Source: an optimization exercise on an open RTL-to-GDS flow (aim: small area and a short achievable clock period). Production flows keep margins and buffers that such runs may drop.

Setup of old:
==> flow/design.v (excerpt) <==
module quireDotApb (
  input  logic        clk,
  input  logic        rst,
  input  logic        psel,
  input  logic        penable,
  input  logic        pwrite,
  input  logic [7:0]  paddr,
  input  logic [31:0] pwdata,
  output logic [31:0] prdata,
  output logic        pready,
  output logic        pslverr
);
  localparam logic [7:0] RegOpA = 8'h00;
  localparam logic [7:0] RegOpB = 8'h04;
  localparam logic [7:0] RegCtrl = 8'h08;
  localparam logic [7:0] RegResult = 8'h0C;
  logic setup;
  logic hitA, hitB, hitC, hitR;
  logic rstQ, clrQ;
  logic wrA, wrB, doAcc;
  logic [15:0] stg;
  logic [15:0] opA, opB;
  logic dNaR, dZero, dSign;
  logic [12:0] dSig;
  logic [6:0] dK;
  logic aNaR, aZero, aSign, bNaR, bZero, bSign;
  logic [12:0] aSig, bSig;
  logic [6:0] aK, bK;
  logic [40:0] prod;
  logic [2:0] shiftHi;
  logic neg, nar;
  logic [40:0] tProd;
  logic [2:0] tShift;
  logic tNeg, tNaR;
  logic [127:0] quire;
  logic quireNaR;
  logic [15:0] result;
  logic [15:0] rdata;
  logic err;
  assign setup = psel && !penable;
  assign hitA = (paddr == RegOpA);
  assign hitB = (paddr == RegOpB);
  assign hitC = (paddr == RegCtrl);
  assign hitR = (paddr == RegResult);
  always_ff @(posedge clk) begin
    rstQ <= rst;
    clrQ <= rst || (setup && pwrite && hitC && pwdata[0]);
    wrA <= setup && pwrite && hitA;
    wrB <= setup && pwrite && hitB;
    doAcc <= setup && pwrite && hitC && pwdata[1];
    stg <= pwdata[15:0];
  end
  qdDecode dec (.in(stg), .isNaR(dNaR), .isZero(dZero), .sign(dSign), .sig(dSig), .k(dK));
  always_ff @(posedge clk) begin
    if (rstQ) begin
      opA <= '0;
      aNaR <= 1'b0;
      aZero <= 1'b1;
    end else if (wrA) begin
      opA <= stg;
      aNaR <= dNaR;
      aZero <= dZero;
    end
    if (rstQ) begin
      opB <= '0;
      bNaR <= 1'b0;
      bZero <= 1'b1;
    end else if (wrB) begin
      opB <= stg;
      bNaR <= dNaR;
      bZero <= dZero;
    end
    if (wrA) begin
      aSign <= dSign;
      aSig <= dSig;
  ...
For scale: about 4800 cells after synthesis, about 290 flip-flops, ~79 I/O pins, about 33000 sq um of cells after synthesis.
export LEC_CHECK = 0
export ABC_AREA = 1
export CAP_MARGIN = 20
export CORE_MARGIN = 2
export CORE_UTILIZATION = 40
export PLACE_DENSITY = 0.55
export SETUP_SLACK_MARGIN = 0.5
export SLEW_MARGIN = 20
create_clock -name core_clock -period 22.0 [get_ports {clk}]
run.sh (not shown) runs the stock make flow with config.mk's settings and CLKGATE_MAP_FILE= SYNTH_SCRIPT=/design/flow/synth_recipe.tcl, a recipe that flattens the netlist after the stock synthesis.
diff inputs: old => new
--- a/flow/design.v
+++ b/flow/design.v
@@ -49,29 +49,29 @@
   input  logic [12:0] aSig,
   input  logic [6:0]  aK,
   input  logic        bNaR,
   input  logic        bZero,
   input  logic        bSign,
   input  logic [12:0] bSig,
   input  logic [6:0]  bK,
   input  logic        hold,
-  output logic [40:0] prod,
-  output logic [2:0]  shiftHi,
+  output logic [28:0] prod,
+  output logic [4:0]  shiftHi,
   output logic        neg,
   output logic        nar
 );
   logic kill;
   logic [25:0] rawProd;
   logic [6:0] shift;
   qdMul mul (.a(aSig), .b(bSig), .p(rawProd));
   assign shift = aK + bK + 7'd56;
   assign kill = hold | aNaR | bNaR | aZero | bZero;
-  assign prod = kill ? 41'd0 : ({15'd0, rawProd} << shift[3:0]);
-  assign shiftHi = shift[6:4];
+  assign prod = kill ? 29'd0 : ({3'd0, rawProd} << shift[1:0]);
+  assign shiftHi = shift[6:2];
   assign neg = (aSign ^ bSign) & ~kill;
   assign nar = (aNaR | bNaR) & ~hold;
 endmodule
 module qdMul (
   input  logic [12:0] a,
   input  logic [12:0] b,
   output logic [25:0] p
 );
@@ -478,30 +478,30 @@
   assign r1 = {1'b0, pp[12][12], fs131, fs130, fs129, fs128, fs127, fs126, fs125, fs124, fs123, fs122, fs121, fs120, fs119, fs118, fs117, fs116, fs115, fs114, fs113, fs112, fs111, pp[2][0], pp[1][0], 1'b0};
   qdAdd #(.W(26)) fin (.a(r0), .b(r1), .ci(1'b0), .s(p));
 endmodule
 `timescale 1ns/1ps
 module qdAccum (
   input  logic         clk,
   input  logic         clear,
   input  logic         acc,
-  input  logic [40:0]  prod,
-  input  logic [2:0]   shiftHi,
+  input  logic [28:0]  prod,
+  input  logic [4:0]   shiftHi,
   input  logic         neg,
   input  logic         termNaR,
   output logic [127:0] quire,
   output logic         quireNaR
 );
-  logic [40:0] p;
+  logic [28:0] p;
   logic n;
   logic [127:0] aligned;
   logic [127:0] sum;
-  assign p = acc ? prod : 41'd0;
+  assign p = acc ? prod : 29'd0;
   assign n = acc & neg;
-  assign aligned = {87'd0, p} << {shiftHi, 4'b0000};
+  assign aligned = {99'd0, p} << {shiftHi, 2'b00};
   qdAdd #(.W(128)) add (.a(quire), .b(aligned ^ {128{n}}), .ci(n), .s(sum));
   always_ff @(posedge clk) begin
     if (clear) begin
       quire <= '0;
       quireNaR <= 1'b0;
     end else begin
       quire <= sum;
       quireNaR <= quireNaR | (acc & termNaR);
@@ -586,19 +586,19 @@
       end
     end
   end
   assign stk = po[80:25];
   assign sticky = stk[sh];
   assign inc = s && !sticky;
   assign wSel = cut ? 15'd0 : w;
   assign incSel = !cut && inc;
-  qdAdd #(.W(17)) addMid (.a(base), .b({2'b00, wSel}), .ci(incSel), .s(ext));
-  qdAdd #(.W(17)) addUp (.a(baseUp), .b({2'b00, wSel}), .ci(incSel), .s(extUp));
-  qdAdd #(.W(17)) addDn (.a(baseDn), .b({2'b00, wSel}), .ci(incSel), .s(extDn));
+  assign ext = base + {2'b00, wSel} + {16'd0, incSel};
+  assign extUp = baseUp + {2'b00, wSel} + {16'd0, incSel};
+  assign extDn = baseDn + {2'b00, wSel} + {16'd0, incSel};
   assign m = {1'b0, w[2:0]} + {3'd0, inc};
   assign g = cut ? (odd && (m[3] || m[1] || m[0])) : ext[1];
   assign t0 = cut ? (odd && (m[3] || m[1])) : ext[0];
   assign up = g && (t0 || sticky || ext[2]);
   assign main = s ? (up ? ~{1'b0, ext[16:2]} : ~{1'b0, extDn[16:2]})
                   : (up ? {1'b0, extUp[16:2]} : {1'b0, ext[16:2]});
   always_comb begin
     if (quireNaR) begin
@@ -728,21 +728,21 @@
   logic [15:0] stg;
   logic [15:0] opA, opB;
   logic dNaR, dZero, dSign;
   logic [12:0] dSig;
   logic [6:0] dK;
   logic aNaR, aZero, aSign, bNaR, bZero, bSign;
   logic [12:0] aSig, bSig;
   logic [6:0] aK, bK;
-  logic [40:0] prod;
-  logic [2:0] shiftHi;
+  logic [28:0] prod;
+  logic [4:0] shiftHi;
   logic neg, nar;
-  logic [40:0] tProd;
-  logic [2:0] tShift;
+  logic [28:0] tProd;
+  logic [4:0] tShift;
   logic tNeg, tNaR;
   logic [127:0] quire;
   logic quireNaR;
   logic [15:0] result;
   logic [15:0] rdata;
   logic err;
   assign setup = psel && !penable;
   assign hitA = (paddr == RegOpA);
Results
Summary: with old as the reference, filler-free cell count of the finished design in new moved up slightly. old leaves less setup margin than new. The cell area of new and that of old are within noise of each other. The routed wire length of new exceeds that of old by 0.85%. old and new ended up with roughly the same width of the chip. | synthesized area | new vs old | 0.49% lower |. Compared with old, in new fill cell instance count of the final layout climbed 33, overall global routing resource usage grew by 0.73 points, area inside the core boundary dropped about 0.32%, synthesized-area fraction occupied by adder cells went down by 1.1 points. For utilization after layout, new and old come out practically identical.
No run of this note included a check of the RTL's function; only the layout flow was run.

## port drivers added, routing unchanged
In the flow no input, the clock included, has a driving cell. The finished layouts below were timed again as built, in two steps.
Step 1, drivers: a clkbuf_16 drives clk and a buf_2 each remaining input, both assumed.
Step 2 times the ports against the registers' clock, not the clock port: input delays grow and output delays shrink by t, the midpoint of the rising clock arrivals with the driver on.
Three values: ideal, step 1, step 2; two values: the first two.
run | t, ns | slack for setup (ns) | worst setup path at the end
old | 0.600 | 10.381 / 10.381 / 10.381 | register to register
new | 0.615 | 10.938 / 10.938 / 10.938 | register to register
After both steps every run listed still meets setup and hold.
